This is an optimization exercise on Yosys and OpenROAD, whose aim is small area, not a production implementation. In this exercise RTL edits were held to simulation tests only and were not proved equivalent to the original. Power is estimated from default activity; no workload was simulated.

==> flow/design.v (outline; a module is shown in full before it is edited, if it fits) <==
// module sobol_gen_cfg: 29 lines
// module sobol_gen_core: 1377 lines
// module sobol_sequence_generator_top: 121 lines
module sobol_sequence_generator_top #(
  parameter int NUM_DIMS = 8
) (
  input  logic                                 clk,
  input  logic                                 rst_n,
  input  logic                                 in_valid,
  output logic                                 in_stall,
  input  logic                                 in_restart,
  output logic                                 out_valid,
  input  logic                                 out_stall,
  output logic [31:0]                          out_point_index,
  output logic                                 out_last_point,
  output logic [31:0]                          out_coord_0,
  output logic [31:0]                          out_coord_1,
  output logic [31:0]                          out_coord_2,
  output logic [31:0]                          out_coord_3,
  output logic [31:0]                          out_coord_4,
  output logic [31:0]                          out_coord_5,
  output logic [31:0]                          out_coord_6,
  output logic [31:0]                          out_coord_7,
  input  logic                                 psel,
  input  logic                                 penable,
  input  logic                                 pwrite,
  input  logic [sobol_gen_pkg::CFG_ADDR_W-1:0] paddr,
  input  logic [sobol_gen_pkg::CFG_DATA_W-1:0] pwdata,
  output logic [sobol_gen_pkg::CFG_DATA_W-1:0] prdata,
  output logic                                 pready
);
  // ...
==> flow/flow/run.sh <==
#!/bin/bash
# The standard layout (standard.sh: ORFS with the standard flow's config), except that
# the port buffers buffer_ports inserts are the smallest buffer, buf_1,
# instead of the tool's default pick. Every port still gets its buffer.
set -euo pipefail
bash standard.sh 'BUFFER_PORTS_ARGS=-buffer_cell sky130_fd_sc_hd__buf_1' finish > orfs_make.log 2>&1
==> flow/standard.sh <==
#!/bin/bash
# synth_recipe.tcl (not shown) runs the flow's synth.tcl, then flattens the netlist and writes it again
# the make line also repeats each setting of config.mk as NAME=value (left out here)
make -C /OpenROAD-flow-scripts/flow DESIGN_CONFIG=/design/flow/config.mk WORK_HOME=/design/flow/orfs CLKGATE_MAP_FILE= SYNTH_SCRIPT=/design/flow/synth_recipe.tcl "${@:-finish}"
==> flow/config.mk <==
export PLATFORM = sky130hd
export DESIGN_NAME = sobol_sequence_generator_top
export DESIGN_NICKNAME = sobol_sequence_generator_top
export VERILOG_FILES = /design/flow/design.v
export SDC_FILE = /design/flow/constraint.sdc
export NUM_CORES = 4
export LEC_CHECK = 0
export CAP_MARGIN = 20
export CORE_MARGIN = 2
export CORE_UTILIZATION = 65
export CTS_BUF_LIST = sky130_fd_sc_hd__clkbuf_8
export PLACE_DENSITY = 0.8
export SLEW_MARGIN = 20
==> flow/constraint.sdc <==
create_clock -name core_clock -period 7.0 [get_ports {clk}]
set_input_delay 1.4000 -clock core_clock [delete_from_list [all_inputs] [get_ports {clk}]]
set_output_delay 1.4000 -clock core_clock [all_outputs]
set_load 0.01 [all_outputs]
==> flow_summary.toml, run 1 <==
[route]
wire_per_inst_microns = 21.6
drc = 0
dr.pass1.iters = 5
met2_length_mm = 20.6

[clock_network]
post_cts_buffers = 0
cts_hold_buf = 0

[logic_synthesis]
synth_compound_area_frac = 0.0726
ys_seq_area_frac = 0.150
synth_common_cells = "xnor2_1 (436), nor2_1 (262), xor2_1 (143)"

[final_layout]
largestRegisters = "idx (32), u_cfg.run_len (32), u_cfg.dims (4)"
multi_input_area_share = 0.705
n_fill_cell = 1410
seq-cell-share = 0.130
syn2layout_area_growth_pct = 15.3
fin_util = 0.765
multi_input_cells = 1295
n_all_inverters = 40

[global_route]
grt_pass1_vias = 11700
gr-total-overflow = 0
grt_pass1_wl_mm = 66.6

[run_status]
outcome = "no timing/DRC/antenna violations"

[min_path]
hold_end = "u_cfg.run_len[0]"
hp-class = "reg -> reg"

[timing]
rsz0062_at_grt = "false"
setup_viol = 0
slew_violations = 0

[floorplanning]
io_pins = 368
n_tap_cell = 229

[worst_setup_path]
arrival_ns = 4.15
r2r_end = "lst"
slowest_stage = "xor2_1"
cp_num_buf_inv = 1

[placed_design]
gp_congestion = 1.04
place_area_sq_um = 13500
io_buffers = 364

[job]
cap_violations = 0

[power]
power_frac_clock = 0.069
p_switching_w = 0.00271
==> inputs of run 2 (changes only) <==
==> flow/flow/run.sh (replaced) <==
#!/bin/bash
# The standard layout (standard.sh: ORFS with the standard flow's config), with two changes:
# - the port buffers buffer_ports inserts are the smallest buffer, buf_1,
#   instead of the tool's default pick; every port still gets its buffer;
# - after synthesis, flow/downsize.tcl swaps each upsized combinational cell
#   for its family's smallest size (same function); the flow's own repair
#   steps then resize or buffer what slew, capacitance and timing need.
# Registers are untouched: the netlist keeps the standard synthesis's flops.
set -euo pipefail
bash standard.sh 'BUFFER_PORTS_ARGS=-buffer_cell sky130_fd_sc_hd__buf_1' \
  "POST_SYNTH_TCL=$(pwd)/flow/downsize.tcl" finish > orfs_make.log 2>&1
==> flow/flow/downsize.tcl (new file) <==
# Swap every combinational cell that synthesis upsized for its family's
# smallest size; the flow's repair steps then size up or buffer only what
# slew, capacitance and timing need.
set ds_map [dict create \
  sky130_fd_sc_hd__a2111o_2 sky130_fd_sc_hd__a2111o_1 \
  sky130_fd_sc_hd__a2111o_4 sky130_fd_sc_hd__a2111o_1 \
  sky130_fd_sc_hd__a2111oi_1 sky130_fd_sc_hd__a2111oi_0 \
  sky130_fd_sc_hd__a2111oi_2 sky130_fd_sc_hd__a2111oi_0 \
  sky130_fd_sc_hd__a2111oi_4 sky130_fd_sc_hd__a2111oi_0 \
  sky130_fd_sc_hd__a211o_2 sky130_fd_sc_hd__a211o_1 \
  sky130_fd_sc_hd__a211o_4 sky130_fd_sc_hd__a211o_1 \
  sky130_fd_sc_hd__a211oi_2 sky130_fd_sc_hd__a211oi_1 \
  sky130_fd_sc_hd__a211oi_4 sky130_fd_sc_hd__a211oi_1 \
  sky130_fd_sc_hd__a21bo_4 sky130_fd_sc_hd__a21bo_1 \
  sky130_fd_sc_hd__a21boi_2 sky130_fd_sc_hd__a21boi_0 \
  sky130_fd_sc_hd__a21boi_4 sky130_fd_sc_hd__a21boi_0 \
  sky130_fd_sc_hd__a21o_2 sky130_fd_sc_hd__a21o_1 \
  sky130_fd_sc_hd__a21o_4 sky130_fd_sc_hd__a21o_1 \
  sky130_fd_sc_hd__a21oi_2 sky130_fd_sc_hd__a21oi_1 \
  sky130_fd_sc_hd__a21oi_4 sky130_fd_sc_hd__a21oi_1 \
  sky130_fd_sc_hd__a221o_2 sky130_fd_sc_hd__a221o_1 \
  sky130_fd_sc_hd__a221o_4 sky130_fd_sc_hd__a221o_1 \
  sky130_fd_sc_hd__a221oi_2 sky130_fd_sc_hd__a221oi_1 \
  sky130_fd_sc_hd__a221oi_4 sky130_fd_sc_hd__a221oi_1 \
  sky130_fd_sc_hd__a22o_2 sky130_fd_sc_hd__a22o_1 \
  sky130_fd_sc_hd__a22o_4 sky130_fd_sc_hd__a22o_1 \
  sky130_fd_sc_hd__a22oi_2 sky130_fd_sc_hd__a22oi_1 \
  sky130_fd_sc_hd__a22oi_4 sky130_fd_sc_hd__a22oi_1 \
  sky130_fd_sc_hd__a2bb2o_2 sky130_fd_sc_hd__a2bb2o_1 \
  sky130_fd_sc_hd__a2bb2o_4 sky130_fd_sc_hd__a2bb2o_1 \
  sky130_fd_sc_hd__a2bb2oi_2 sky130_fd_sc_hd__a2bb2oi_1 \
  sky130_fd_sc_hd__a2bb2oi_4 sky130_fd_sc_hd__a2bb2oi_1 \
  sky130_fd_sc_hd__a311o_2 sky130_fd_sc_hd__a311o_1 \
  sky130_fd_sc_hd__a311o_4 sky130_fd_sc_hd__a311o_1 \
  sky130_fd_sc_hd__a311oi_2 sky130_fd_sc_hd__a311oi_1 \
  sky130_fd_sc_hd__a311oi_4 sky130_fd_sc_hd__a311oi_1 \
  sky130_fd_sc_hd__a31o_4 sky130_fd_sc_hd__a31o_1 \
  sky130_fd_sc_hd__a31oi_2 sky130_fd_sc_hd__a31oi_1 \
  sky130_fd_sc_hd__a31oi_4 sky130_fd_sc_hd__a31oi_1 \
  sky130_fd_sc_hd__a32o_2 sky130_fd_sc_hd__a32o_1 \
  sky130_fd_sc_hd__a32o_4 sky130_fd_sc_hd__a32o_1 \
  sky130_fd_sc_hd__a32oi_2 sky130_fd_sc_hd__a32oi_1 \
  sky130_fd_sc_hd__a32oi_4 sky130_fd_sc_hd__a32oi_1 \
  sky130_fd_sc_hd__a41o_2 sky130_fd_sc_hd__a41o_1 \
  sky130_fd_sc_hd__a41o_4 sky130_fd_sc_hd__a41o_1 \
  sky130_fd_sc_hd__a41oi_2 sky130_fd_sc_hd__a41oi_1 \
  sky130_fd_sc_hd__a41oi_4 sky130_fd_sc_hd__a41oi_1 \
  sky130_fd_sc_hd__and2_2 sky130_fd_sc_hd__and2_0 \
  sky130_fd_sc_hd__and2_4 sky130_fd_sc_hd__and2_0 \
  sky130_fd_sc_hd__and2b_2 sky130_fd_sc_hd__and2b_1 \
  sky130_fd_sc_hd__and2b_4 sky130_fd_sc_hd__and2b_1 \
  sky130_fd_sc_hd__and3_2 sky130_fd_sc_hd__and3_1 \
  sky130_fd_sc_hd__and3_4 sky130_fd_sc_hd__and3_1 \
  sky130_fd_sc_hd__and3b_2 sky130_fd_sc_hd__and3b_1 \
  sky130_fd_sc_hd__and3b_4 sky130_fd_sc_hd__and3b_1 \
  sky130_fd_sc_hd__and4_2 sky130_fd_sc_hd__and4_1 \
  sky130_fd_sc_hd__and4_4 sky130_fd_sc_hd__and4_1 \
  sky130_fd_sc_hd__and4b_2 sky130_fd_sc_hd__and4b_1 \
  sky130_fd_sc_hd__and4b_4 sky130_fd_sc_hd__and4b_1 \
  sky130_fd_sc_hd__and4bb_4 sky130_fd_sc_hd__and4bb_1 \
  sky130_fd_sc_hd__buf_6 sky130_fd_sc_hd__buf_2 \
  sky130_fd_sc_hd__buf_8 sky130_fd_sc_hd__buf_2 \
  sky130_fd_sc_hd__buf_12 sky130_fd_sc_hd__buf_2 \
  sky130_fd_sc_hd__buf_16 sky130_fd_sc_hd__buf_2 \
  sky130_fd_sc_hd__bufbuf_16 sky130_fd_sc_hd__bufbuf_8 \
  sky130_fd_sc_hd__bufinv_16 sky130_fd_sc_hd__bufinv_8 \
  sky130_fd_sc_hd__clkbuf_2 sky130_fd_sc_hd__clkbuf_1 \
  sky130_fd_sc_hd__clkbuf_4 sky130_fd_sc_hd__clkbuf_1 \
  sky130_fd_sc_hd__clkbuf_8 sky130_fd_sc_hd__clkbuf_1 \
  sky130_fd_sc_hd__clkbuf_16 sky130_fd_sc_hd__clkbuf_1 \
  sky130_fd_sc_hd__clkdlybuf4s15_2 sky130_fd_sc_hd__clkdlybuf4s15_1 \
  sky130_fd_sc_hd__clkdlybuf4s50_2 sky130_fd_sc_hd__clkdlybuf4s50_1 \
  sky130_fd_sc_hd__clkinv_2 sky130_fd_sc_hd__clkinv_1 \
  sky130_fd_sc_hd__clkinv_4 sky130_fd_sc_hd__clkinv_1 \
  sky130_fd_sc_hd__clkinv_8 sky130_fd_sc_hd__clkinv_1 \
  sky130_fd_sc_hd__clkinv_16 sky130_fd_sc_hd__clkinv_1 \
  sky130_fd_sc_hd__clkinvlp_4 sky130_fd_sc_hd__clkinvlp_2 \
  sky130_fd_sc_hd__ebufn_2 sky130_fd_sc_hd__ebufn_1 \
  sky130_fd_sc_hd__ebufn_4 sky130_fd_sc_hd__ebufn_1 \
  sky130_fd_sc_hd__ebufn_8 sky130_fd_sc_hd__ebufn_1 \
  sky130_fd_sc_hd__einvn_1 sky130_fd_sc_hd__einvn_0 \
  sky130_fd_sc_hd__einvn_2 sky130_fd_sc_hd__einvn_0 \
  sky130_fd_sc_hd__einvn_4 sky130_fd_sc_hd__einvn_0 \
  sky130_fd_sc_hd__einvn_8 sky130_fd_sc_hd__einvn_0 \
  sky130_fd_sc_hd__einvp_2 sky130_fd_sc_hd__einvp_1 \
  sky130_fd_sc_hd__einvp_4 sky130_fd_sc_hd__einvp_1 \
  sky130_fd_sc_hd__einvp_8 sky130_fd_sc_hd__einvp_1 \
  sky130_fd_sc_hd__fa_2 sky130_fd_sc_hd__fa_1 \
  sky130_fd_sc_hd__fa_4 sky130_fd_sc_hd__fa_1 \
  sky130_fd_sc_hd__ha_2 sky130_fd_sc_hd__ha_1 \
  sky130_fd_sc_hd__ha_4 sky130_fd_sc_hd__ha_1 \
  sky130_fd_sc_hd__inv_4 sky130_fd_sc_hd__inv_1 \
  sky130_fd_sc_hd__inv_6 sky130_fd_sc_hd__inv_1 \
  sky130_fd_sc_hd__inv_8 sky130_fd_sc_hd__inv_1 \
  sky130_fd_sc_hd__inv_12 sky130_fd_sc_hd__inv_1 \
  sky130_fd_sc_hd__inv_16 sky130_fd_sc_hd__inv_1 \
  sky130_fd_sc_hd__maj3_2 sky130_fd_sc_hd__maj3_1 \
  sky130_fd_sc_hd__maj3_4 sky130_fd_sc_hd__maj3_1 \
  sky130_fd_sc_hd__mux2_4 sky130_fd_sc_hd__mux2_1 \
  sky130_fd_sc_hd__mux2_8 sky130_fd_sc_hd__mux2_1 \
  sky130_fd_sc_hd__mux4_4 sky130_fd_sc_hd__mux4_2 \
  sky130_fd_sc_hd__mux4_1 sky130_fd_sc_hd__mux4_2 \
  sky130_fd_sc_hd__nand2_2 sky130_fd_sc_hd__nand2_1 \
  sky130_fd_sc_hd__nand2_4 sky130_fd_sc_hd__nand2_1 \
  sky130_fd_sc_hd__nand2_8 sky130_fd_sc_hd__nand2_1 \
  sky130_fd_sc_hd__nand2b_2 sky130_fd_sc_hd__nand2b_1 \
  sky130_fd_sc_hd__nand2b_4 sky130_fd_sc_hd__nand2b_1 \
  sky130_fd_sc_hd__nand3_2 sky130_fd_sc_hd__nand3_1 \
  sky130_fd_sc_hd__nand3_4 sky130_fd_sc_hd__nand3_1 \
  sky130_fd_sc_hd__nand3b_2 sky130_fd_sc_hd__nand3b_1 \
  sky130_fd_sc_hd__nand3b_4 sky130_fd_sc_hd__nand3b_1 \
  sky130_fd_sc_hd__nand4_2 sky130_fd_sc_hd__nand4_1 \
  sky130_fd_sc_hd__nand4_4 sky130_fd_sc_hd__nand4_1 \
  sky130_fd_sc_hd__nand4b_2 sky130_fd_sc_hd__nand4b_1 \
  sky130_fd_sc_hd__nand4b_4 sky130_fd_sc_hd__nand4b_1 \
  sky130_fd_sc_hd__nand4bb_2 sky130_fd_sc_hd__nand4bb_1 \
  sky130_fd_sc_hd__nand4bb_4 sky130_fd_sc_hd__nand4bb_1 \
  sky130_fd_sc_hd__nor2_2 sky130_fd_sc_hd__nor2_1 \
  sky130_fd_sc_hd__nor2_4 sky130_fd_sc_hd__nor2_1 \
  sky130_fd_sc_hd__nor2_8 sky130_fd_sc_hd__nor2_1 \
  sky130_fd_sc_hd__nor2b_2 sky130_fd_sc_hd__nor2b_1 \
  sky130_fd_sc_hd__nor2b_4 sky130_fd_sc_hd__nor2b_1 \
  sky130_fd_sc_hd__nor3_2 sky130_fd_sc_hd__nor3_1 \
  sky130_fd_sc_hd__nor3_4 sky130_fd_sc_hd__nor3_1 \
  sky130_fd_sc_hd__nor3b_2 sky130_fd_sc_hd__nor3b_1 \
  sky130_fd_sc_hd__nor3b_4 sky130_fd_sc_hd__nor3b_1 \
  sky130_fd_sc_hd__nor4_2 sky130_fd_sc_hd__nor4_1 \
  sky130_fd_sc_hd__nor4_4 sky130_fd_sc_hd__nor4_1 \
  sky130_fd_sc_hd__nor4b_2 sky130_fd_sc_hd__nor4b_1 \
  sky130_fd_sc_hd__nor4b_4 sky130_fd_sc_hd__nor4b_1 \
  sky130_fd_sc_hd__nor4bb_2 sky130_fd_sc_hd__nor4bb_1 \
  sky130_fd_sc_hd__nor4bb_4 sky130_fd_sc_hd__nor4bb_1 \
  sky130_fd_sc_hd__o2111a_2 sky130_fd_sc_hd__o2111a_1 \
  sky130_fd_sc_hd__o2111a_4 sky130_fd_sc_hd__o2111a_1 \
  sky130_fd_sc_hd__o2111ai_2 sky130_fd_sc_hd__o2111ai_1 \
  sky130_fd_sc_hd__o2111ai_4 sky130_fd_sc_hd__o2111ai_1 \
  sky130_fd_sc_hd__o211a_4 sky130_fd_sc_hd__o211a_1 \
  sky130_fd_sc_hd__o211ai_2 sky130_fd_sc_hd__o211ai_1 \
  sky130_fd_sc_hd__o211ai_4 sky130_fd_sc_hd__o211ai_1 \
  sky130_fd_sc_hd__o21a_2 sky130_fd_sc_hd__o21a_1 \
  sky130_fd_sc_hd__o21a_4 sky130_fd_sc_hd__o21a_1 \
  sky130_fd_sc_hd__o21ai_2 sky130_fd_sc_hd__o21ai_0 \
  sky130_fd_sc_hd__o21ai_4 sky130_fd_sc_hd__o21ai_0 \
  sky130_fd_sc_hd__o21ba_4 sky130_fd_sc_hd__o21ba_1 \
  sky130_fd_sc_hd__o21bai_2 sky130_fd_sc_hd__o21bai_1 \
  sky130_fd_sc_hd__o21bai_4 sky130_fd_sc_hd__o21bai_1 \
  sky130_fd_sc_hd__o221a_4 sky130_fd_sc_hd__o221a_1 \
  sky130_fd_sc_hd__o221ai_2 sky130_fd_sc_hd__o221ai_1 \
  sky130_fd_sc_hd__o221ai_4 sky130_fd_sc_hd__o221ai_1 \
  sky130_fd_sc_hd__o22a_2 sky130_fd_sc_hd__o22a_1 \
  sky130_fd_sc_hd__o22a_4 sky130_fd_sc_hd__o22a_1 \
  sky130_fd_sc_hd__o22ai_2 sky130_fd_sc_hd__o22ai_1 \
  sky130_fd_sc_hd__o22ai_4 sky130_fd_sc_hd__o22ai_1 \
  sky130_fd_sc_hd__o2bb2a_2 sky130_fd_sc_hd__o2bb2a_1 \
  sky130_fd_sc_hd__o2bb2a_4 sky130_fd_sc_hd__o2bb2a_1 \
  sky130_fd_sc_hd__o2bb2ai_2 sky130_fd_sc_hd__o2bb2ai_1 \
  sky130_fd_sc_hd__o2bb2ai_4 sky130_fd_sc_hd__o2bb2ai_1 \
  sky130_fd_sc_hd__o311a_2 sky130_fd_sc_hd__o311a_1 \
  sky130_fd_sc_hd__o311a_4 sky130_fd_sc_hd__o311a_1 \
  sky130_fd_sc_hd__o311ai_2 sky130_fd_sc_hd__o311ai_0 \
  sky130_fd_sc_hd__o311ai_4 sky130_fd_sc_hd__o311ai_0 \
  sky130_fd_sc_hd__o31a_2 sky130_fd_sc_hd__o31a_1 \
  sky130_fd_sc_hd__o31a_4 sky130_fd_sc_hd__o31a_1 \
  sky130_fd_sc_hd__o31ai_2 sky130_fd_sc_hd__o31ai_1 \
  sky130_fd_sc_hd__o31ai_4 sky130_fd_sc_hd__o31ai_1 \
  sky130_fd_sc_hd__o32a_2 sky130_fd_sc_hd__o32a_1 \
  sky130_fd_sc_hd__o32a_4 sky130_fd_sc_hd__o32a_1 \
  sky130_fd_sc_hd__o32ai_2 sky130_fd_sc_hd__o32ai_1 \
  sky130_fd_sc_hd__o32ai_4 sky130_fd_sc_hd__o32ai_1 \
  sky130_fd_sc_hd__o41a_2 sky130_fd_sc_hd__o41a_1 \
  sky130_fd_sc_hd__o41a_4 sky130_fd_sc_hd__o41a_1 \
  sky130_fd_sc_hd__o41ai_2 sky130_fd_sc_hd__o41ai_1 \
  sky130_fd_sc_hd__o41ai_4 sky130_fd_sc_hd__o41ai_1 \
  sky130_fd_sc_hd__or2_4 sky130_fd_sc_hd__or2_0 \
  sky130_fd_sc_hd__or2b_2 sky130_fd_sc_hd__or2b_1 \
  sky130_fd_sc_hd__or2b_4 sky130_fd_sc_hd__or2b_1 \
  sky130_fd_sc_hd__or3_2 sky130_fd_sc_hd__or3_1 \
  sky130_fd_sc_hd__or3_4 sky130_fd_sc_hd__or3_1 \
  sky130_fd_sc_hd__or3b_4 sky130_fd_sc_hd__or3b_1 \
  sky130_fd_sc_hd__or4_2 sky130_fd_sc_hd__or4_1 \
  sky130_fd_sc_hd__or4_4 sky130_fd_sc_hd__or4_1 \
  sky130_fd_sc_hd__or4b_4 sky130_fd_sc_hd__or4b_1 \
  sky130_fd_sc_hd__or4bb_2 sky130_fd_sc_hd__or4bb_1 \
  sky130_fd_sc_hd__or4bb_4 sky130_fd_sc_hd__or4bb_1 \
  sky130_fd_sc_hd__sdlclkp_2 sky130_fd_sc_hd__sdlclkp_1 \
  sky130_fd_sc_hd__sdlclkp_4 sky130_fd_sc_hd__sdlclkp_1 \
  sky130_fd_sc_hd__xnor2_2 sky130_fd_sc_hd__xnor2_1 \
  sky130_fd_sc_hd__xnor2_4 sky130_fd_sc_hd__xnor2_1 \
  sky130_fd_sc_hd__xnor3_2 sky130_fd_sc_hd__xnor3_1 \
  sky130_fd_sc_hd__xnor3_4 sky130_fd_sc_hd__xnor3_1 \
  sky130_fd_sc_hd__xor2_2 sky130_fd_sc_hd__xor2_1 \
  sky130_fd_sc_hd__xor2_4 sky130_fd_sc_hd__xor2_1 \
  sky130_fd_sc_hd__xor3_2 sky130_fd_sc_hd__xor3_1 \
  sky130_fd_sc_hd__xor3_4 sky130_fd_sc_hd__xor3_1 \
]
set ds_count 0
foreach inst [[ord::get_db_block] getInsts] {
  set m [[$inst getMaster] getName]
  if { [dict exists $ds_map $m] } {
    replace_cell [$inst getName] [dict get $ds_map $m]
    incr ds_count
  }
}
puts "downsize.tcl: swapped $ds_count cells for their smallest size"
==> run 2 against run 1 <==
Effect of this change: first-iteration DRC count is 1.2% higher; synthesized cell count stayed put; critical path depth is 1 higher; sequential share of layout area is 0.21 points higher; critical endpoint is now out_coord_6[22]; fmax is 1.6% lower; synthesized area is 2.7% lower; still clean; sequential power hardly changed; largest power group unchanged.
==> flow_summary.toml, run 2 <==
[run_status]
outcome = "no timing/DRC/antenna violations"

[timing]
slew_violations = 0
setup_viol = 0
worst_pin_slew_ns = 1.19
fmax_mhz = 177
period_minus_slack_ns = 5.64
rsz0062_at_grt = "false"
max-slew-margin-rel = 0.203
post-route-period-util = 0.805
skew_ns = 0.00879
setup_tns_ns = 0
finalHoldViolations = 0

[global_route]
grt_use_total = 0.454
grt_pass1_wl_mm = 63.8
gr-total-overflow = 0
grt_max_degree = 64
grt_pass1_vias = 11100
antenna_found_initial = 1

[route]
viasPerCell = 5.97
drt_wl_total_mm = 45.2
wire_per_inst_microns = 21.9
drc = 0
postRouteAntennaNets = 0
drt_iter0_markers = 1135
vias = 12300
dr.pass1.iters = 5

[floorplanning]
rows = 48
io_pins = 368
start_util = 0.668
die_area_sq_um = 18900
core_sq_um = 17400
die_w_microns = 138
die_y_microns = 138

[worst_setup_path]
r2r_end = "lst"
crit_chain = "ha_1, xor2_1, buf_4, xor2_1, xnor2_1, xnor2_1, xnor2_1, nor2_1, buf_1"
r2r_slack_ns = 2.43
max_stage_delay_ns = 0.98
path_max_fanout = 11
rr_startpoint = "idx[1]"
end_kind = "output pin"
critPathLaunchType = "flop"
critPathTopFamily = "XOR/XNOR gates"
slowest_stage = "ha_1"
cpMostUsedCell = "xnor2_1"
rr_worst_depth = 17
arrival_ns = 4.24
path_class = "reg -> out"
required_ns = 5.60
cp_num_buf_inv = 2

[clock_network]
cts_hold_buf = 0
ctsResizeCount = 0
cts_buffer_depth = 2
root_buffer = "clkbuf_8"
cts_sinks = 73
htreeDepth = 3
cts_buffers = 9
clkTransAtPathRegs_ns = 0.07
cts_tree = "built"
post_cts_buffers = 0
worstSkewPairLatency_ns = 0.36

[power]
power.density_nw_per_um2 = 368
leakagePower_nw = 5.40
vdd_drop_max_v = 0.000402

[min_path]
worstHoldStart = "u_cfg.run_len[2]"
hp-class = "reg -> reg"
hold_end = "u_cfg.run_len[2]"
holdPathStages = 2

[logic_synthesis]
syn_area_sq_um = 11600
avgSynthCellArea_sq_um = 7.69
syn_nets = 1628
synth_warnings = 2
synth_cells = 1507

[final_layout]
finalNonFillerCells = 2065
syn2layout_area_growth_pct = 16.7
largestRegisters = "idx (32), u_cfg.run_len (32), u_cfg.dims (4)"
stdcell_area_sq_um = 13500
fin_util = 0.779
drive_above_1_share = 0.0533
mostFrequentLayoutCells = "xnor2_1 (449), buf_1 (364), nor2_1 (258)"
final_common_cell = "xnor2_1"
nNetsFinal = 1956
diodes = 0

[placed_design]
place_area_sq_um = 13400
io_buffers = 364
dp_hpwl_mm = 34.6
gp_congestion = 1.04
dp.cells = 2049

[job]
cap_violations = 0
[run 2: cell types whose count changed in the layout (fill, tap and decap cells not counted)]
cell        before  now
buf_4           35   52
bufinv_16        2    0
clkbuf_8         9   10
clkinvlp_4       0    1
xnor2_1        431  449
xnor2_2         24   10
xnor2_4          4    0
xor2_1         142  153
xor2_2           8    0
xor2_4           3    0
[run 2: through the flow]
| stage | setup WS, ns | hold slack (ns) | total power [W] |
|---|---|---|---|
| 2_1_floorplan | 2.10 | 0.461 | 0.00333 |
| 3_3_place_gp | 1.99 | 0.481 | 0.00458 |
| 3_5_place_dp | 1.91 | 0.506 | 0.00463 |
| 4_1_cts | 1.52 | 0.517 | 0.00491 |
| 5_1_grt | 1.32 | 0.521 | 0.00527 |
| 6_report | 1.36 | 0.525 | 0.00497 |
[run 2: worst max-delay path by stage]
| stage | end | depth (start not counted) | start | slack, ns |
|---|---|---|---|---|
| 5_1_grt | out_coord_5[25] | 9 | idx[26] | 1.32 |
| 4_1_cts | out_coord_6[22] | 9 | idx[26] | 1.52 |
| 3_5_place_dp | out_coord_6[22] | 9 | idx[26] | 1.91 |
| 6_report | out_coord_6[22] | 9 | idx[26] | 1.36 |
| 3_3_place_gp | out_coord_1[31] | 9 | idx[10] | 1.99 |
| 2_1_floorplan | out_coord_1[31] | 8 | idx[22] | 2.10 |
[run 2: area by class of cell]
| type | count | area (sq um) |
|---|---|---|
| Clock buffer | 10 | 138 |
| Sequential cell | 73 | 1790 |
| Multi-Input combinational cell | 1295 | 9380 |
| Timing Repair Buffer | 416 | 1760 |
| Fill cell | 1316 | 3830 |
| Tap cell | 225 | 282 |
| Inverter | 40 | 150 |
| Clock inverter | 6 | 26.3 |
[run 2: power breakdown]
| part | total, W | internal (W) | switching [W] |
|---|---|---|---|
| clock | 0.000287 | 0.000132 | 0.000155 |
| sequential | 0.000496 | 0.000465 | 0.0000306 |
| combinational | 0.00419 | 0.00166 | 0.00253 |
| total | 0.00497 | 0.00225 | 0.00272 |
[run 2: metal layers]
metal / vias to the layer above / GRT usage / routed length, microns / share of wire
li1: 5451 / - / - / -
met1: 5714 / 0.524 / 15800 / 0.35
met2: 880 / 0.725 / 20400 / 0.45
met3: 275 / 0.112 / 5170 / 0.11
met4: 2 / 0.344 / 3830 / 0.085
met5: - / 0 / 13 / 0.00029
[run 2: tightest hold or removal path: stages, from the launching register on]
cell      delay (ns)
dfxtp_1         0.31
inv_1           0.07
o211ai_1        0.09
==> inputs of run 3 (changes only) <==
--- a/flow/config.mk
+++ b/flow/config.mk
@@ -9,5 +9,7 @@
 export CORE_MARGIN = 2
 export CORE_UTILIZATION = 65
 export CTS_BUF_LIST = sky130_fd_sc_hd__clkbuf_8
+export CTS_CLUSTER_DIAMETER = 150
+export CTS_CLUSTER_SIZE = 40
 export PLACE_DENSITY = 0.8
 export SLEW_MARGIN = 20
==> run 3 against run 2 <==
Effect of this change: sequential cell count is the same; critical path depth unchanged; final area did not move; die area did not move; total power is the same.
==> flow_summary.toml, run 3 <==
[run_status]
outcome = "no timing/DRC/antenna violations"

[route]
vias = 12300
wire_per_inst_microns = 21.9
drt_iter0_markers = 1135
viasPerCell = 5.97
postRouteAntennaNets = 0
dr.pass1.iters = 5
drc = 0
drt_wl_total_mm = 45.2

[clock_network]
htreeDepth = 3
cts_hold_buf = 0
root_buffer = "clkbuf_8"
clkTransAtPathRegs_ns = 0.07
worstSkewPairLatency_ns = 0.36
ctsResizeCount = 0
cts_buffers = 9
cts_sinks = 73
cts_buffer_depth = 2
cts_tree = "built"
post_cts_buffers = 0

[placed_design]
gp_congestion = 1.04
dp_hpwl_mm = 34.6
io_buffers = 364
place_area_sq_um = 13400

[worst_setup_path]
critPathLaunchType = "flop"
end_kind = "output pin"
required_ns = 5.60
r2r_slack_ns = 2.43
path_max_fanout = 11
arrival_ns = 4.24
path_class = "reg -> out"

[timing]
max-slew-margin-rel = 0.203
period_minus_slack_ns = 5.64
post-route-period-util = 0.805
setup_viol = 0
worst_pin_slew_ns = 1.19
rsz0062_at_grt = "false"
slew_violations = 0
skew_ns = 0.00879
fmax_mhz = 177
setup_tns_ns = 0
finalHoldViolations = 0

[global_route]
gr-total-overflow = 0
grt_pass1_wl_mm = 63.8
grt_pass1_vias = 11100
grt_use_total = 0.454
grt_max_degree = 64
antenna_found_initial = 1

[final_layout]
final_common_cell = "xnor2_1"
nNetsFinal = 1956
diodes = 0
syn2layout_area_growth_pct = 16.7
mostFrequentLayoutCells = "xnor2_1 (449), buf_1 (364), nor2_1 (258)"
largestRegisters = "idx (32), u_cfg.run_len (32), u_cfg.dims (4)"
stdcell_area_sq_um = 13500
drive_above_1_share = 0.0533
n_fill_cell = 1316

[logic_synthesis]
synth_warnings = 2
avgSynthCellArea_sq_um = 7.69
syn_nets = 1628
synth_cells = 1507
syn_area_sq_um = 11600

[floorplanning]
io_pins = 368
core_sq_um = 17400
die_w_microns = 138
die_y_microns = 138
rows = 48
die_area_sq_um = 18900
start_util = 0.668

[power]
power.density_nw_per_um2 = 368
vdd_drop_max_v = 0.000402
leakagePower_nw = 5.40

[job]
cap_violations = 0

[min_path]
hp-class = "reg -> reg"
run 3: cell counts in the layout (fill, tap and decap cells not counted):
Identical to the previous run, type by type.
run 3: cell type report:
cell class	instances	area [sq um]	share of cell area
Sequential cell	73	1790	0.132
Inverter	40	150	0.0111
Clock buffer	10	138	0.0102
Multi-Input combinational cell	1295	9380	0.694
Clock inverter	6	26.3	0.00194
Tap cell	225	282	0.0208
Timing Repair Buffer	416	1760	0.130
run 3: critical path: stages (launching register included):
cell	delay, ns
edfxtp_1	0.57
ha_1	0.98
xor2_1	0.47
buf_4	0.27
xor2_1	0.11
xnor2_1	0.66
xnor2_1	0.30
xnor2_1	0.28
nor2_1	0.06
buf_1	0.16
run 3: through the flow:
stage	utilization	hold WS [ns]	setup WS (ns)	instances	total power [W]
global placement	0.770	0.481	1.99	2049	0.00458
CTS	0.779	0.517	1.52	2065	0.00491
detailed placement	0.770	0.506	1.91	2049	0.00463
global route	0.779	0.521	1.32	2065	0.00527
floorplan	-	0.461	2.10	1507	0.00333
finish	0.779	0.525	1.36	2065	0.00497
run 3: worst paths after layout:
path,depth (start not counted),start,to
worst max-delay path,9,idx[26],out_coord_6[22]
worst min-delay path,2,u_cfg.run_len[2],u_cfg.run_len[2]
worst max register to register,17,idx[1],lst
worst min register to register,2,u_cfg.run_len[2],u_cfg.run_len[2]
run 3: layer usage:
metal	global-route usage	up-vias	part of all wire	routed length, microns
li1	-	5451	-	-
met1	0.524	5714	0.35	15800
met2	0.725	880	0.45	20400
met3	0.112	275	0.11	5170
met4	0.344	2	0.085	3830
met5	0	-	0.00029	13
run 3: where the power goes:
group	switching [W]	internal (W)
Combinational	0.00253	0.00166
Sequential	0.0000306	0.000465
Clock	0.000155	0.000132
==> inputs of run 4 (changes only) <==
--- a/flow/config.mk
+++ b/flow/config.mk
@@ -7,9 +7,7 @@
 export LEC_CHECK = 0
 export CAP_MARGIN = 20
 export CORE_MARGIN = 2
-export CORE_UTILIZATION = 65
+export CORE_UTILIZATION = 80
 export CTS_BUF_LIST = sky130_fd_sc_hd__clkbuf_8
-export CTS_CLUSTER_DIAMETER = 150
-export CTS_CLUSTER_SIZE = 40
-export PLACE_DENSITY = 0.8
+export PLACE_DENSITY = 0.9
 export SLEW_MARGIN = 20
==> run 4 against run 3 <==
Effect of this change: the flow now stops in global routing; synthesized cell count unchanged; synthesized area unchanged.
==> flow_summary.toml, run 4 <==
[floorplanning]
start_util = 0.826
io_pins = 368
die_y_microns = 124
rows = 43
die_w_microns = 124

[placed_design]
gp_congestion = 1.14
dp.cells = 1996
place_area_sq_um = 13200
io_buffers = 364
dp_hpwl_mm = 36.4

[clock_network]
ctsResizeCount = 0
cts_buffers = 9
cts_hold_buf = 0
post_cts_buffers = 0
root_buffer = "clkbuf_8"
htreeDepth = 3
cts_buffer_depth = 2

[logic_synthesis]
avgSynthCellArea_sq_um = 7.69
syn_nets = 1628
synth_cells = 1507
syn_area_sq_um = 11600
synth_warnings = 2

[run_status]
haltStage = "global routing"
outcome = "aborted with a tool error"
stop_error = "[ERROR GRT-0116] Global routing finished with congestion. Check the congestion regions in the DRC Viewer."

[global_route]
grt_pass1_vias = 15500
grt_max_degree = 64
grt_use_total = 0.795
grt_pass1_wl_mm = 94.9
gr-total-overflow = 12
-- run 4: per-stage QoR --
stage | worst slack, ns | hold WS, ns | util
floorplan | 2.10 | 0.461 | -
global placement | 2.06 | 0.483 | 0.941
detailed placement | 1.87 | 0.492 | 0.942
CTS | 1.45 | 0.518 | 0.958
-- run 4: worst max-delay path by stage --
stage	cells after the start	end	startpoint	slack [ns]
after floorplan	8	out_coord_1[31]	idx[22]	2.10
after global placement	9	out_coord_1[31]	idx[14]	2.06
after detailed placement	9	out_coord_1[31]	idx[14]	1.87
after CTS	9	out_coord_1[31]	idx[14]	1.45
-- run 4: power by group through the flow --
stage	combinational, W	sequential [W]	clock (W)
floorplan	0.00283	0.000495	0
global placement	0.00400	0.000501	0
detailed placement	0.00420	0.000503	0
CTS	0.00428	0.000496	0.000380
-- run 4: routing by layer --
metal / GRT overflow / GRT usage
met1: 0 / 0.785
met4: 6 / 0.814
met2: 6 / 0.960
met3: 0 / 0.653
met5: 0 / 0.212
==> inputs of run 5 (changes only) <==
==> flow/flow/run.sh (replaced) <==
#!/bin/bash
# The standard layout (standard.sh: ORFS with the standard flow's config), with two changes:
# - the port buffers buffer_ports inserts are the smallest buffer, buf_1,
#   instead of the tool's default pick; every port still gets its buffer;
# - after synthesis, flow/downsize.tcl removes the buffers synthesis inserted
#   and swaps each upsized combinational cell for its family's smallest size
#   (same function); the flow's own repair steps then resize or buffer what
#   slew, capacitance and timing need.
# Registers are untouched: the netlist keeps the standard synthesis's flops.
set -euo pipefail
bash standard.sh 'BUFFER_PORTS_ARGS=-buffer_cell sky130_fd_sc_hd__buf_1' \
  "POST_SYNTH_TCL=$(pwd)/flow/downsize.tcl" finish > orfs_make.log 2>&1
--- a/flow/flow/downsize.tcl
+++ b/flow/flow/downsize.tcl
@@ -1,4 +1,5 @@
-# Swap every combinational cell that synthesis upsized for its family's
+# Remove the buffers synthesis inserted (placement-time repair re-buffers
+# what needs it), then swap every combinational cell that synthesis upsized for its family's
 # smallest size; the flow's repair steps then size up or buffer only what
 # slew, capacitance and timing need.
 set ds_map [dict create \
@@ -193,6 +194,7 @@
   sky130_fd_sc_hd__xor3_2 sky130_fd_sc_hd__xor3_1 \
   sky130_fd_sc_hd__xor3_4 sky130_fd_sc_hd__xor3_1 \
 ]
+remove_buffers
 set ds_count 0
 foreach inst [[ord::get_db_block] getInsts] {
   set m [[$inst getMaster] getName]
--- a/flow/config.mk
+++ b/flow/config.mk
@@ -7,7 +7,8 @@
 export LEC_CHECK = 0
 export CAP_MARGIN = 20
 export CORE_MARGIN = 2
-export CORE_UTILIZATION = 80
+export CORE_UTILIZATION = 65
 export CTS_BUF_LIST = sky130_fd_sc_hd__clkbuf_8
-export PLACE_DENSITY = 0.9
+export GPL_TIMING_DRIVEN = 0
+export PLACE_DENSITY = 0.8
 export SLEW_MARGIN = 20
==> run 5 against run 4 <==
Effect of this change: synthesized area fell by 3.4%; now clean on timing, DRC and antenna; synthesized cell count is 6.6% lower.
==> flow_summary.toml, run 5 <==
[run_status]
outcome = "no timing/DRC/antenna violations"

[global_route]
gr-total-overflow = 0
grt_use_total = 0.497
grt_pass1_wl_mm = 68.7
grt_pass1_vias = 12000
antenna_found_initial = 0
grt_max_degree = 60

[final_layout]
final_common_cell = "xnor2_1"
mostFrequentLayoutCells = "xnor2_1 (433), buf_1 (363), nor2_1 (258)"
diodes = 0
finalNonFillerCells = 2039
fin_util = 0.834
nNetsFinal = 1935
syn2layout_area_growth_pct = 24.4
stdcell_area_sq_um = 13900
largestRegisters = "idx (32), u_cfg.run_len (32), u_cfg.dims (4)"
drive_above_1_share = 0.0583

[worst_setup_path]
rr_startpoint = "idx[2]"
path_max_fanout = 11
path_class = "reg -> out"
rr_worst_depth = 17
required_ns = 5.60
critPathLaunchType = "flop"
r2r_slack_ns = 2.37
r2r_end = "lst"
arrival_ns = 4.94
end_kind = "output pin"

[power]
power.density_nw_per_um2 = 370
vdd_drop_max_v = 0.000453
leakagePower_nw = 5.53
power_w = 0.00515

[timing]
setup_viol = 0
slew_violations = 0
max-slew-margin-rel = 0.193
rsz0062_at_grt = "false"
worst_pin_slew_ns = 1.20
fmax_mhz = 158
fin_ws_ns = 0.659
period_minus_slack_ns = 6.34
finalHoldViolations = 0
post-route-period-util = 0.906
skew_ns = 0.0121

[floorplanning]
io_pins = 368
rows = 47
die_y_microns = 135
die_area_sq_um = 18300
die_w_microns = 135
start_util = 0.670
core_sq_um = 16700

[route]
dr_wl_met3_mm = 5.92
viasPerCell = 6.21
vias = 12700
drc = 0
met2_length_mm = 20.8
drt_iter0_markers = 1502
drt_wl_total_mm = 47.1
postRouteAntennaNets = 0
wire_per_inst_microns = 23.1
wl_met1_mm = 15.6
dr.pass1.iters = 6
top_layer_used = "met4"

[min_path]
worstHoldStart = "u_cfg.run_len[23]"
holdPathStages = 2
hold_end = "u_cfg.run_len[23]"
hp-class = "reg -> reg"

[job]
cap_violations = 0

[clock_network]
cts_sinks = 73
cts_buffers = 9
ctsResizeCount = 0
worstSkewPairLatency_ns = 0.37
post_cts_buffers = 0
root_buffer = "clkbuf_8"
htreeDepth = 3
clkTransAtPathRegs_ns = 0.08
cts_tree = "built"
cts_hold_buf = 0
cts_buffer_depth = 2

[placed_design]
gp_congestion = 1.02
dp_hpwl_mm = 35.9
preCtsSetupSlack_ns = 1.31
place_area_sq_um = 13700
io_buffers = 364
dp.cells = 2023

[logic_synthesis]
synth_cells = 1408
avgSynthCellArea_sq_um = 7.95
synth_warnings = 2
syn_area_sq_um = 11200
syn_nets = 1529
-- run 5: metal layers --
layer / track usage / vias up
met2: 0.785 / 1174
met3: 0.122 / 377
met4: 0.418 / 0
met5: 0 / -
met1: 0.566 / 5700
li1: - / 5406
-- run 5: worst max path at each step --
stage	from	end	slack, ns	cells past startpoint
2_1_floorplan	idx[28]	out_coord_1[31]	1.81	7
3_3_place_gp	paddr[2]	u_cfg.run_len[30]	-0.29	5
3_5_place_dp	idx[10]	out_coord_1[31]	1.31	8
4_1_cts	idx[10]	out_coord_1[31]	0.91	8
5_1_grt	idx[26]	out_coord_5[25]	0.67	8
6_report	idx[26]	out_coord_7[26]	0.66	8
-- run 5: worst max-delay path, cell delays in order, from the launching register on --
cell and delay, ns:
edfxtp_1 0.60, ha_1 0.99, xor2_2 0.82, xnor2_1 0.49, xnor2_1 0.84, xnor2_1 0.27, xnor2_1 0.21, and2_1 0.18
buf_1 0.16
-- run 5: stage by stage --
| step | TNS, ns | hold WS [ns] |
|---|---|---|
| floorplan | 0 | 0.459 |
| global placement | -8.21 | 0.499 |
| detailed placement | 0 | 0.510 |
| CTS | 0 | 0.528 |
| global route | 0 | 0.541 |
| finish | 0 | 0.525 |
-- run 5: power by group --
part / switching, W / internal [W] / leakage [nW]
registers: 0.0000357 / 0.000465 / 0.647
clock network: 0.000170 / 0.000219 / 0.115
logic: 0.00261 / 0.00165 / 4.77
total: 0.00281 / 0.00234 / 5.53
-- run 5: final cells by class --
type,instances,area [sq um]
Inverter,40,150
Clock buffer,11,151
Timing Repair Buffer,395,1890
Multi-Input combinational cell,1295,9590
Fill cell,1121,2770
Tap cell,220,275
Clock inverter,5,77.6
Sequential cell,73,1790
==> inputs of run 6 (changes only) <==
==> flow/flow/run.sh (replaced) <==
#!/bin/bash
# The standard layout (standard.sh: ORFS with the standard flow's config), with these changes:
# - the port buffers buffer_ports inserts are the smallest buffer, buf_1,
#   instead of the tool's default pick; every port still gets its buffer;
# - after synthesis, flow/downsize.tcl swaps each upsized combinational cell
#   for its family's smallest size (same function); the flow's own repair
#   steps then resize or buffer what slew, capacitance and timing need;
# - during placement (flow/smallbuf.tcl) repair buffers only with buf_1/buf_2;
# - clock tree synthesis without dummy loads.
# Registers are untouched: the netlist keeps the standard synthesis's flops.
set -euo pipefail
bash standard.sh 'BUFFER_PORTS_ARGS=-buffer_cell sky130_fd_sc_hd__buf_1' \
  "POST_SYNTH_TCL=$(pwd)/flow/downsize.tcl" \
  "PRE_GLOBAL_PLACE_TCL=$(pwd)/flow/smallbuf.tcl" \
  "PRE_RESIZE_TCL=$(pwd)/flow/smallbuf.tcl" \
  'CTS_ARGS=-sink_clustering_enable -repair_clock_nets -buf_list sky130_fd_sc_hd__clkbuf_8 -dont_use_dummy_load' \
  finish > orfs_make.log 2>&1
--- a/flow/flow/downsize.tcl
+++ b/flow/flow/downsize.tcl
@@ -1,5 +1,4 @@
-# Remove the buffers synthesis inserted (placement-time repair re-buffers
-# what needs it), then swap every combinational cell that synthesis upsized for its family's
+# Swap every combinational cell that synthesis upsized for its family's
 # smallest size; the flow's repair steps then size up or buffer only what
 # slew, capacitance and timing need.
 set ds_map [dict create \
@@ -194,7 +193,6 @@
   sky130_fd_sc_hd__xor3_2 sky130_fd_sc_hd__xor3_1 \
   sky130_fd_sc_hd__xor3_4 sky130_fd_sc_hd__xor3_1 \
 ]
-remove_buffers
 set ds_count 0
 foreach inst [[ord::get_db_block] getInsts] {
   set m [[$inst getMaster] getName]
==> flow/flow/smallbuf.tcl (new file) <==
set_dont_use {sky130_fd_sc_hd__buf_4 sky130_fd_sc_hd__buf_6 sky130_fd_sc_hd__buf_8 sky130_fd_sc_hd__buf_12 sky130_fd_sc_hd__buf_16}
--- a/flow/config.mk
+++ b/flow/config.mk
@@ -9,6 +9,5 @@
 export CORE_MARGIN = 2
 export CORE_UTILIZATION = 65
 export CTS_BUF_LIST = sky130_fd_sc_hd__clkbuf_8
-export GPL_TIMING_DRIVEN = 0
 export PLACE_DENSITY = 0.8
 export SLEW_MARGIN = 20
==> run 6 against run 5 <==
Effect of this change: register-to-register slack lost 0.08 ns; sequential share of layout area grew 0.35 points; routed wire length shrank 3.3%; critical endpoint is now out_coord_1[31]; worst hold slack lost 0.014 ns; via count shrank 3.2%; sequential power shrank 0.8%; largest power group unchanged; combinational power shrank 2%; non-clock buffer count grew 18; total power shrank 4.7%.
==> flow_summary.toml, run 6 <==
[run_status]
outcome = "no timing/DRC/antenna violations"

[global_route]
grt_use_total = 0.462
gr-total-overflow = 0
grt_pass1_vias = 11400
antenna_found_initial = 0
grt_pass1_wl_mm = 64.6
grt_max_degree = 54

[placed_design]
io_buffers = 364
preCtsSetupSlack_ns = 1.93
dp.cells = 2045
gp_congestion = 1.03
dp_hpwl_mm = 35.4

[timing]
slew_violations = 0
setup_viol = 0
worst_pin_slew_ns = 1.16
max-slew-margin-rel = 0.218
fin_ws_ns = 1.47
setup_tns_ns = 0
rsz0062_at_grt = "false"
finalHoldViolations = 0
period_minus_slack_ns = 5.53
fmax_mhz = 181
skew_ns = 0.00823
post-route-period-util = 0.790

[final_layout]
fin_util = 0.781
finalNonFillerCells = 2055
largestRegisters = "idx (32), u_cfg.run_len (32), u_cfg.dims (4)"
n_fill_cell = 1295
syn2layout_area_growth_pct = 16.9
mostFrequentLayoutCells = "xnor2_1 (446), buf_1 (364), nor2_1 (258)"
nNetsFinal = 1953
drive_above_1_share = 0.0317
diodes = 0
final_common_cell = "xnor2_1"

[logic_synthesis]
avgSynthCellArea_sq_um = 7.69
synth_warnings = 2
synth_cells = 1507
syn_area_sq_um = 11600
syn_nets = 1628

[route]
postRouteAntennaNets = 0
vias = 12200
wire_per_inst_microns = 22.2
drt_wl_total_mm = 45.6
dr.pass1.iters = 5
drt_iter0_markers = 1016
drc = 0
viasPerCell = 5.96

[worst_setup_path]
cpMostUsedCell = "xnor2_1"
r2r_slack_ns = 2.29
cp_num_buf_inv = 1
rr_startpoint = "idx[1]"
path_class = "reg -> out"
critPathTopFamily = "XOR/XNOR gates"
arrival_ns = 4.13
crit_chain = "ha_1, xnor2_1, xnor2_1, xnor2_1, xnor2_1, xnor3_1, xnor2_1, nor2_1, buf_1"
r2r_end = "lst"
slowest_stage = "xnor2_1"
critPathLaunchType = "flop"
end_kind = "output pin"
path_max_fanout = 10
required_ns = 5.60
max_stage_delay_ns = 0.85
rr_worst_depth = 17

[job]
cap_violations = 0

[clock_network]
cts_buffers = 9
htreeDepth = 3
clkTransAtPathRegs_ns = 0.07
ctsResizeCount = 0
worstSkewPairLatency_ns = 0.35
root_buffer = "clkbuf_8"
cts_hold_buf = 0
cts_tree = "built"
cts_buffer_depth = 2
post_cts_buffers = 0
cts_sinks = 73

[min_path]
hold_end = "u_cfg.run_len[0]"
hp-class = "reg -> reg"
worstHoldStart = "u_cfg.run_len[0]"
holdPathStages = 2

[floorplanning]
die_area_sq_um = 18900
die_y_microns = 138
die_w_microns = 138
start_util = 0.668
core_sq_um = 17400
rows = 48
io_pins = 368

[power]
leakagePower_nw = 5.43
power.density_nw_per_um2 = 362
vdd_drop_max_v = 0.000403
run 6: metal layers:
layer	part of all wire	GRT usage	vias to the layer above
met5	0	0	-
met4	0.086	0.362	0
met3	0.11	0.101	279
met2	0.45	0.734	913
met1	0.36	0.539	5625
li1	-	-	5429
run 6: cell type report:
type	count	area, sq um	area share
inverters	40	150	0.0111
repair buffers	413	1800	0.133
well taps	225	282	0.0208
clock buffers	9	124	0.00914
flip-flops and latches	73	1790	0.132
multi-input cells	1295	9410	0.694
run 6: metrics by stage:
stage	power, W	cell area, sq um	hold WS (ns)
after floorplan	0.00333	11600	0.461
after global placement	0.00456	13400	0.482
after detailed placement	0.00460	13400	0.493
after CTS	0.00485	13500	0.505
after global routing	0.00520	13600	0.520
final	0.00491	13600	0.511
run 6: worst register-to-register path, delay by kind of cell, from the launching register on:
| family | cells | cell delay [ns] |
|---|---|---|
| compound gates | 5 | 0.94 |
| xor+xnor | 1 | 0.31 |
| fa+ha+maj | 3 | 0.81 |
| simple gates | 8 | 2.09 |
| flops | 1 | 0.45 |
run 6: worst max-delay path by stage:
stage | startpoint | endpoint | slack (ns) | cells past startpoint
3_3_place_gp | idx[29] | out_coord_4[13] | 1.92 | 8
2_1_floorplan | idx[22] | out_coord_1[31] | 2.10 | 8
5_1_grt | idx[26] | out_coord_7[27] | 1.37 | 8
4_1_cts | idx[16] | out_coord_6[25] | 1.56 | 9
6_report | idx[10] | out_coord_1[31] | 1.47 | 9
3_5_place_dp | idx[16] | out_coord_6[25] | 1.93 | 9
run 6: where the power goes:
part           internal, W  leakage, nW  switching (W)
logic              0.00164         4.72        0.00252
clock network     0.000115       0.0647       0.000139
registers         0.000466        0.647      0.0000314
==> inputs of run 7 (changes only) <==
--- a/flow/flow/run.sh
+++ b/flow/flow/run.sh
@@ -5,7 +5,8 @@
 # - after synthesis, flow/downsize.tcl swaps each upsized combinational cell
 #   for its family's smallest size (same function); the flow's own repair
 #   steps then resize or buffer what slew, capacitance and timing need;
-# - during placement (flow/smallbuf.tcl) repair buffers only with buf_1/buf_2;
+# - during placement (flow/smallbuf.tcl) repair buffers only with buf_1/buf_2
+#   (or clkbuf_1/clkbuf_2), not larger buffers or delay cells;
 # - clock tree synthesis without dummy loads.
 # Registers are untouched: the netlist keeps the standard synthesis's flops.
 set -euo pipefail
==> flow/flow/smallbuf.tcl (replaced) <==
set_dont_use [get_lib_cells {sky130_fd_sc_hd__buf_4 sky130_fd_sc_hd__buf_6 sky130_fd_sc_hd__buf_8 sky130_fd_sc_hd__buf_12 sky130_fd_sc_hd__buf_16 sky130_fd_sc_hd__clkbuf_4 sky130_fd_sc_hd__clkbuf_8 sky130_fd_sc_hd__clkbuf_16 sky130_fd_sc_hd__dlygate4sd* sky130_fd_sc_hd__dlymetal6s* sky130_fd_sc_hd__clkdlybuf4s* sky130_fd_sc_hd__bufbuf_* sky130_fd_sc_hd__bufinv_*}]
==> run 7 against run 6 <==
Effect of this change: non-clock buffer count up 12; clock power barely moved; fmax down 5.4%; routed wire length decreased by 0.92%; sequential share of layout area is 0.18 points higher; global-route usage fell by 0.11 points; sequential power is essentially flat; synthesized area unchanged; total power about the same; register-to-register slack got worse by 0.09 ns; clock skew rose by 0.010 ns; critical endpoint is now out_coord_7[26]; largest cell class unchanged; largest power group unchanged.
==> flow_summary.toml, run 7 <==
[timing]
fmax_mhz = 171
rsz0062_at_grt = "false"
setup_tns_ns = 0
slew_violations = 0
setup_viol = 0
max-slew-margin-rel = 0.248
skew_ns = 0.0183
post-route-period-util = 0.834
finalHoldViolations = 0
period_minus_slack_ns = 5.84
worst_pin_slew_ns = 1.12

[job]
cap_violations = 0

[floorplanning]
io_pins = 368
die_y_microns = 138
core_sq_um = 17400
start_util = 0.668
die_w_microns = 138
rows = 48
die_area_sq_um = 18900

[worst_setup_path]
arrival_ns = 4.44
slowest_stage = "ha_1"
critPathLaunchType = "flop"
max_stage_delay_ns = 0.91
cpMostUsedCell = "xnor2_1"
end_kind = "output pin"
required_ns = 5.60
crit_chain = "ha_1, xor2_1, xnor2_1, xnor2_1, xnor2_1, xnor2_1, and2_1, buf_1"
r2r_slack_ns = 2.20
path_class = "reg -> out"
path_max_fanout = 11

[clock_network]
htreeDepth = 3
cts_sinks = 73
cts_buffer_depth = 2
cts_hold_buf = 0
worstSkewPairLatency_ns = 0.36
root_buffer = "clkbuf_8"
clkTransAtPathRegs_ns = 0.07
cts_tree = "built"
post_cts_buffers = 0
ctsResizeCount = 0
cts_buffers = 9

[power]
internal_power_w = 0.00220
p_switching_w = 0.00271
vdd_drop_max_v = 0.000418
power_frac_clock = 0.051
leakagePower_nw = 5.27
power.share.sequential = 0.101
power.density_nw_per_um2 = 367
comb_power_share = 0.848
switching_share = 0.552

[final_layout]
diodes = 0
nNetsFinal = 1965
largestRegisters = "idx (32), u_cfg.run_len (32), u_cfg.dims (4)"
mostFrequentLayoutCells = "xnor2_1 (444), buf_1 (413), nor2_1 (258)"
drive_above_1_share = 0.0331
final_common_cell = "xnor2_1"
stdcell_area_sq_um = 13400
syn2layout_area_growth_pct = 15.4

[global_route]
gr-total-overflow = 0
grt_pass1_wl_mm = 64.3
grt_pass1_vias = 11000
grt_use_total = 0.461
antenna_found_initial = 0
grt_max_degree = 40

[logic_synthesis]
syn_area_sq_um = 11600
synth_cells = 1507
syn_nets = 1628
synth_warnings = 2
avgSynthCellArea_sq_um = 7.69

[route]
drt_iter0_markers = 1260
drc = 0
wire_per_inst_microns = 21.9
dr.pass1.iters = 7
drt_wl_total_mm = 45.2
viasPerCell = 5.88
postRouteAntennaNets = 0
vias = 12100

[placed_design]
dp_hpwl_mm = 35.7
io_buffers = 364
gp_congestion = 1.06
place_area_sq_um = 13200

[min_path]
hp-class = "reg -> reg"

[run_status]
outcome = "no timing/DRC/antenna violations"
[run 7: routing by layer]
| metal | share of wire | global-route usage | vias up |
|---|---|---|---|
| met1 | 0.36 | 0.552 | 5563 |
| met2 | 0.45 | 0.706 | 900 |
| met5 | 0 | 0 | - |
| met4 | 0.079 | 0.359 | 0 |
| met3 | 0.12 | 0.114 | 236 |
| li1 | - | - | 5448 |
[run 7: cell type report]
| cell class | instances | area [sq um] |
|---|---|---|
| Fill cell | 1331 | 3980 |
| Inverter | 40 | 150 |
| Timing Repair Buffer | 425 | 1610 |
| Multi-Input combinational cell | 1295 | 9420 |
| Tap cell | 225 | 282 |
| Clock buffer | 9 | 124 |
| Sequential cell | 73 | 1790 |
[run 7: worst paths after layout]
kind / startpoint / cells past startpoint / to
worst max register to register: idx[8] / 15 / lst
worst min register to register: u_cfg.run_len[1] / 2 / u_cfg.run_len[1]
worst max-delay path: idx[26] / 8 / out_coord_7[26]
worst min-delay path: u_cfg.run_len[1] / 2 / u_cfg.run_len[1]
[run 7: critical path, delay by kind of cell, from the launching register on]
family	cells	cell delay (ns)
xor+xnor	5	2.27
fa+ha+maj	1	0.91
buf+inv	1	0.15
flops	1	0.57
simple gates	1	0.17
[run 7: power by group through the flow]
stage                     registers, W  logic, W  clock network, W
after CTS                     0.000493   0.00410          0.000252
after global placement        0.000502   0.00405                 0
after floorplan               0.000495   0.00283                 0
after global routing          0.000496   0.00446          0.000270
after detailed placement      0.000503   0.00409                 0
final                         0.000495   0.00417          0.000253
[run 7: stage by stage]
step | util | total power (W) | setup slack, ns | std cells | hold WS (ns)
final | 0.771 | 0.00491 | 1.16 | 2067 | 0.508
after global routing | 0.771 | 0.00523 | 1.20 | 2067 | 0.519
after CTS | 0.769 | 0.00485 | 1.29 | 2067 | 0.504
after detailed placement | 0.762 | 0.00460 | 1.68 | 2058 | 0.496
after global placement | 0.761 | 0.00456 | 1.78 | 2058 | 0.484
after floorplan | - | 0.00333 | 2.10 | 1507 | 0.461

==> separate check: timing with driven ports <==
Ports are ideal in the flow. The routed layouts listed here were re-timed in OpenROAD.
Step 1 sets driving cells, clkbuf_16 on the clock port and buf_2 on the other inputs (assumed; they add their load-dependent delay and slew).
Step 2, shift: input delay + t, output delay - t, t = (earliest + latest rising clock arrival at the registers) / 2. This alone moves slack from input paths to output paths.
Three values: no drivers, after step 1, after step 2; two values: the first two.
run | t, ns | setup slack, ns | hold slack, ns | latest minus earliest clock arrival (ns)
run 1 | 0.385 | 1.453 / 1.419 / 1.803 | 0.506 / 0.506 / 0.506 | 0.009 / 0.009
run 2 | 0.389 | 1.365 / 1.330 / 1.718 | 0.525 / 0.525 / 0.525 | 0.009 / 0.009
run 3 | 0.389 | 1.365 / 1.330 / 1.718 | 0.525 / 0.525 / 0.525 | 0.009 / 0.009
run 5 | 0.401 | 0.659 / 0.621 / 1.022 | 0.525 / 0.525 / 0.525 | 0.012 / 0.012
run 6 | 0.378 | 1.473 / 1.443 / 1.820 | 0.511 / 0.511 / 0.511 | 0.008 / 0.009
run 7 | 0.383 | 1.160 / 1.126 / 1.508 | 0.508 / 0.508 / 0.508 | 0.019 / 0.019
After both steps every run listed still meets setup and hold.
